What follows belongs to an exercise in optimizing a design on an open flow for small area and a short achievable clock period; a production flow would make more cautious choices.
The RTL was checked by simulation tests, not by an equivalence proof against the original design.

==> design.v <==
`default_nettype none
module musb_mult_accum #(
  parameter int WIDTH = 32
) (
  input  logic                 clk,
  input  logic                 rst,
  input  logic [WIDTH-1:0]     input_a,
  input  logic [WIDTH-1:0]     input_b,
  input  logic [2*WIDTH-1:0]   accum_in,
  input  logic                 signed_operation,
  input  logic [1:0]           op,
  input  logic                 enable_op,
  input  logic                 stall,
  input  logic                 flush,
  output logic [2*WIDTH-1:0]   mult_result,
  output logic                 active,
  output logic                 ready
);
  localparam int HALF = WIDTH / 2;
  localparam int DW   = 2 * WIDTH;
  logic w_adv;
  assign w_adv = ~stall & ~flush;
  logic             w_sign_a, w_sign_b;
  logic [WIDTH:0]   w_a_ext, w_b_ext, w_mag_a, w_mag_b;
  assign w_sign_a = signed_operation & input_a[WIDTH-1];
  assign w_sign_b = signed_operation & input_b[WIDTH-1];
  assign w_a_ext  = {w_sign_a, input_a};
  assign w_b_ext  = {w_sign_b, input_b};
  assign w_mag_a  = w_sign_a ? -w_a_ext : w_a_ext;
  assign w_mag_b  = w_sign_b ? -w_b_ext : w_b_ext;
  logic [3:0]       r_valid;
  logic [WIDTH:0]   r_mag_a, r_mag_b;
  logic             r_sign_p1, r_sign_p2, r_sign_p3;
  logic [WIDTH-1:0] w_ll, w_hh;
  logic [WIDTH:0]   w_lh, w_hl;
  assign w_ll = {{HALF{1'b0}}, r_mag_a[HALF-1:0]} * {{HALF{1'b0}}, r_mag_b[HALF-1:0]};
  assign w_lh = {{(HALF+1){1'b0}}, r_mag_a[HALF-1:0]} * {{HALF{1'b0}}, r_mag_b[WIDTH:HALF]};
  assign w_hl = {{HALF{1'b0}}, r_mag_a[WIDTH:HALF]} * {{(HALF+1){1'b0}}, r_mag_b[HALF-1:0]};
  assign w_hh = {{HALF{1'b0}}, r_mag_a[WIDTH-1:HALF]} * {{HALF{1'b0}}, r_mag_b[WIDTH-1:HALF]};
  logic [WIDTH-1:0] r_ll2, r_hh2;
  logic [WIDTH:0]   r_lh2, r_hl2;
  logic [WIDTH-1:0] r_ll3, r_hh3;
  logic [WIDTH:0]   r_mid3;
  logic [WIDTH+HALF-1:0] w_upper;
  logic [DW-1:0]         w_p, w_sp, w_res;
  assign w_upper = {r_hh3, r_ll3[WIDTH-1:HALF]} + {{(HALF-1){1'b0}}, r_mid3};
  assign w_p     = {w_upper, r_ll3[HALF-1:0]};
  assign w_sp    = r_sign_p3 ? -w_p : w_p;
  logic [1:0]    r_op1, r_op2, r_op3;
  logic [DW-1:0] r_acc1, r_acc2, r_acc3;
  always_comb begin
    w_res = w_sp;
    case (r_op3)
      2'b01:   w_res = r_acc3 + w_sp;
      2'b10:   w_res = r_acc3 - w_sp;
      default: w_res = w_sp;
    endcase
  end
  always_ff @(posedge clk) begin
    if (w_adv) begin
      r_acc1 <= accum_in;
      r_acc2 <= r_acc1;
      r_acc3 <= r_acc2;
    end
  end
  always_ff @(posedge clk or posedge rst) begin
    if (rst) begin
      r_valid     <= '0;
      r_sign_p1   <= 1'b0;
      r_sign_p2   <= 1'b0;
      r_sign_p3   <= 1'b0;
      mult_result <= '0;
      r_op1       <= 2'b00;
      r_op2       <= 2'b00;
      r_op3       <= 2'b00;
    end else begin
      if (flush) begin
        r_valid <= '0;
      end else if (!stall) begin
        r_valid <= {r_valid[2:0], enable_op};
      end
      if (w_adv) begin
        r_sign_p1   <= w_sign_a ^ w_sign_b;
        r_sign_p2   <= r_sign_p1;
        r_sign_p3   <= r_sign_p2;
        mult_result <= w_res;
        r_op1       <= op;
        r_op2       <= r_op1;
        r_op3       <= r_op2;
      end
    end
  end
  always_ff @(posedge clk) begin
    if (w_adv) begin
      r_mag_a <= w_mag_a;
      r_mag_b <= w_mag_b;
      r_ll2   <= w_ll;
      r_lh2   <= w_lh;
      r_hl2   <= w_hl;
      r_hh2   <= w_hh;
      r_ll3   <= r_ll2;
      r_hh3   <= r_hh2;
      r_mid3  <= r_lh2 + r_hl2;
    end
  end
  assign active = |r_valid;
  assign ready  = r_valid[3];
endmodule
`default_nettype wire
==> run.sh <==
#!/bin/bash
# synth_recipe.tcl (not shown) runs the flow's synth.tcl, then flattens the netlist and writes it again
# the make line also repeats each setting of config.mk as NAME=value (left out here)
make -C /OpenROAD-flow-scripts/flow DESIGN_CONFIG=/design/flow/config.mk WORK_HOME=/design/flow/orfs CLKGATE_MAP_FILE= SYNTH_SCRIPT=/design/flow/synth_recipe.tcl finish
==> config.mk <==
export PLATFORM = sky130hd
export DESIGN_NAME = musb_mult_accum
export DESIGN_NICKNAME = musb_mult_accum
export VERILOG_FILES = /design/flow/design.v
export SDC_FILE = /design/flow/constraint.sdc
export NUM_CORES = 4
export LEC_CHECK = 0
export CAP_MARGIN = 20
export CORE_MARGIN = 2
export CORE_UTILIZATION = 40
export SLEW_MARGIN = 20
==> constraint.sdc <==
create_clock -name core_clock -period 8.0 [get_ports {clk}]
set_input_delay 1.6000 -clock core_clock [delete_from_list [all_inputs] [get_ports {clk}]]
set_output_delay 1.6000 -clock core_clock [all_outputs]
set_load 0.01 [all_outputs]
==> run summary <==
[state kept, by name (all words and copies together) (netlist names), 33 cells and up]
register	count
mult_result	64
r_acc1	64
r_acc2	64
r_acc3	64
r_hl2	33
r_lh2	33
r_mag_a	33
r_mag_b	33
r_mid3	33
[cell type report]
cell class                 count  area (um2)
fill                       15173       88320
multi-input combinational   4830       43210
sequential                   562       16490
inverter                    1004        3777
timing repair buffer         379        3486
tap                         2160        2703
clock buffer                  83        1758
clock inverter                41       454.2
antenna                        1       2.502
[repair_timing]
action,CTS,global route
endpoints found under the setup margin,0,13
resized for setup,0,27
buffers inserted,0,10
[stage by stage]
| stage | utilization | cells | area, um2 |
|---|---|---|---|
| floorplan | - | 6686 | 64440 |
| global placement | 0.4334 | 8925 | 69420 |
| detailed placement | 0.4334 | 8925 | 69420 |
| CTS | 0.4472 | 9049 | 71640 |
| global route | 0.4487 | 9059 | 71880 |
| finish | 0.4487 | 9060 | 71880 |
[path summary, 6_finish.rpt]
kind	to	startpoint
hold / removal	r_hh3[6]	r_hh2[6]
setup / recovery	mult_result[63]	r_ll3[16]
max in group asynchronous	mult_result[63]	rst
hold reg to reg	r_hh3[6]	r_hh2[6]
min in group asynchronous	r_valid[3]	rst
setup reg to reg	mult_result[63]	r_ll3[16]
[cell usage in the layout (no fill, tap or decap), drive strengths merged, types with 77 or more instances in the layout]
master,n
fa,807
inv,1007
xor2,130
nand2,953
xnor2,264
a21o,80
clkdlybuf4s50,201
clkbuf,83
edfxtp,485
and2,403
dfrtp,77
a21oi,291
nand3,90
ha,550
buf,178
o21ai,197
nor2,279
nor3,83
[kinds of logic after synthesis]
family / after synthesis / synth area share
simple gates: 2114 / 0.1577
mux: 29 / 0.004719
buf+inv: 1294 / 0.07598
flops: 562 / 0.2559
xor+xnor: 395 / 0.05402
fa+ha+maj: 1357 / 0.3575
other cells: 1 / 0.00005820
compound gates: 933 / 0.09401
[metal layers]
metal	GRT usage	wire length (um)
met2	0.3313	75370
met5	0	33
met4	0.05636	4684
met3	0.02824	10290
met1	0.2965	77620
[critical path: cells and delay by family (launching register included)]
family	cells	cell delay, ps
muxes	1	170
buffers and inverters	3	430
xor gates and xnor gates	2	370
DFF	1	370
and+or+nand+nor	9	2670
AOI/OAI and AO/OA	14	2540
adders and majority gates	3	890
==> flow_metrics.tcl <==
set metrics [dict create \
    port_buffers 201 \
    slew_violations 0 \
    synth_most_common_cell "inv_1" \
    outcome "finished clean" \
    drive_gt1_frac 0.05595 \
    clkSinkCount 562 \
    chipWidth_um 405.4 \
    grt_usage 0.2079 \
    reg2regPathDepth 32 \
    critPathSlowestCell "or4_1" \
    core_um2 160200 \
    dieArea_um2 164300 \
    grt_pass1_vias 48153 \
    fin_skew_ps 38.96 \
    slowest_delay_ps 500 \
    ys_seq_area_frac 0.2559 \
    area_growth_pct 11.55 \
    synth_edf_count 485 \
    finalSetupViolations 0 \
    path_clk_slew_ps 70 \
    fp.dieH_um 405.4 \
    tns_ps 0 \
    worst_pin_slew_ps 1161 \
    cp.required_ps 8510 \
    rows 147 \
    io_pins 202 \
    max_freq_mhz 131.2 \
    synthArstFlopShare 0.1370 \
    post-dp-hpwl_mm 132.1 \
    wirelength_mm 168.0 \
    postRouteAntennaNets 0 \
    synth_area_leaders "fa_1 (25%), edfxtp_1 (23%), ha_1 (11%)" \
    antenna_found_initial 6 \
    hp-class "flip-flop to flip-flop" \
    nets 8338 \
    yosys.area.top_type_share 0.2507 \
    period_share 0.9530 \
    arrival_ps 8130 \
    gp_congestion 0.8972 \
    rrSetupSlack_ps 380 \
    critical_path_class "flip-flop to flip-flop" \
    whs_path_depth 0 \
    cts.path.max_buffers 3 \
    yosysWarnings 1 \
    detail_route.wl_per_cell_um 18.54 \
    dp_slack_ps 210.2 \
    synth-seq-cells 562 \
    grt_max_degree 148 \
    initial_core_util 0.4022 \
    end_kind "flip-flop" \
    max-cap-violations 0 \
    cts_made_buffers 68 \
    cts_hold_buffers 0 \
    overflow 0 \
    synth_flop_cell "edfxtp_1" \
    synth_top_area_cell "fa_1" \
    netlist_area_um2 64430 \
    syn_area_per_cell_um2 9.638 \
    critPathMaxFanout 6 \
    path_common_cell "a21oi_1" \
    finalHoldViolCount 0 \
    cts_tree "yes" \
    num_vias 47096 \
    root_buffer "clkbuf_16" \
    fin_ws_ps 376.3 \
    drt-initial-drc-count 3274 \
    cp-start-kind "flip-flop" \
    h-tree-depth 3 \
    grt_first_pass_wirelength_mm 268.8 \
    clock_latency_ps 670 \
    drt_first_pass_iters 8 \
    route.detailed.drc 0 \
    relSlewSlack 0.2261 \
    synth_common_cells "inv_1 (1001), nand2_1 (953), fa_1 (807), ha_1 (550), edfxtp_1 (485)" \
    fin_hold_ws_ps 400.7 \
    ys_types 102 \
    post-route-min-period_ps 7624 \
    syn_inst 6685 \
    viasPerCell 5.198 \
]

[static timing again, ports no longer ideal]
The flow's constraints put no driver on any port. The routed layout listed below was extracted and timed again, unchanged, in two steps.
Step 1, drivers: a clkbuf_16 drives clk and a buf_2 each remaining input, both assumed.
Step 2, shift: input delay + t, output delay - t, t = (earliest + latest rising clock arrival at the registers) / 2. This alone moves slack from input paths to output paths.
Three values: no drivers, after step 1, after step 2; two values: the first two.
shift t [ns]: 0.728
setup slack, ns: 0.376 / 0.376 / 0.376
hold slack, ns: 0.401 / 0.401 / 0.401
worst setup path at the end: register to register
worst data-port slew with drivers (ns): 0.06
After both steps setup and hold are still met in this run. For this run, drivers alone change the setup slack by 0.000 ns; drivers and shift together by 0.000 ns.
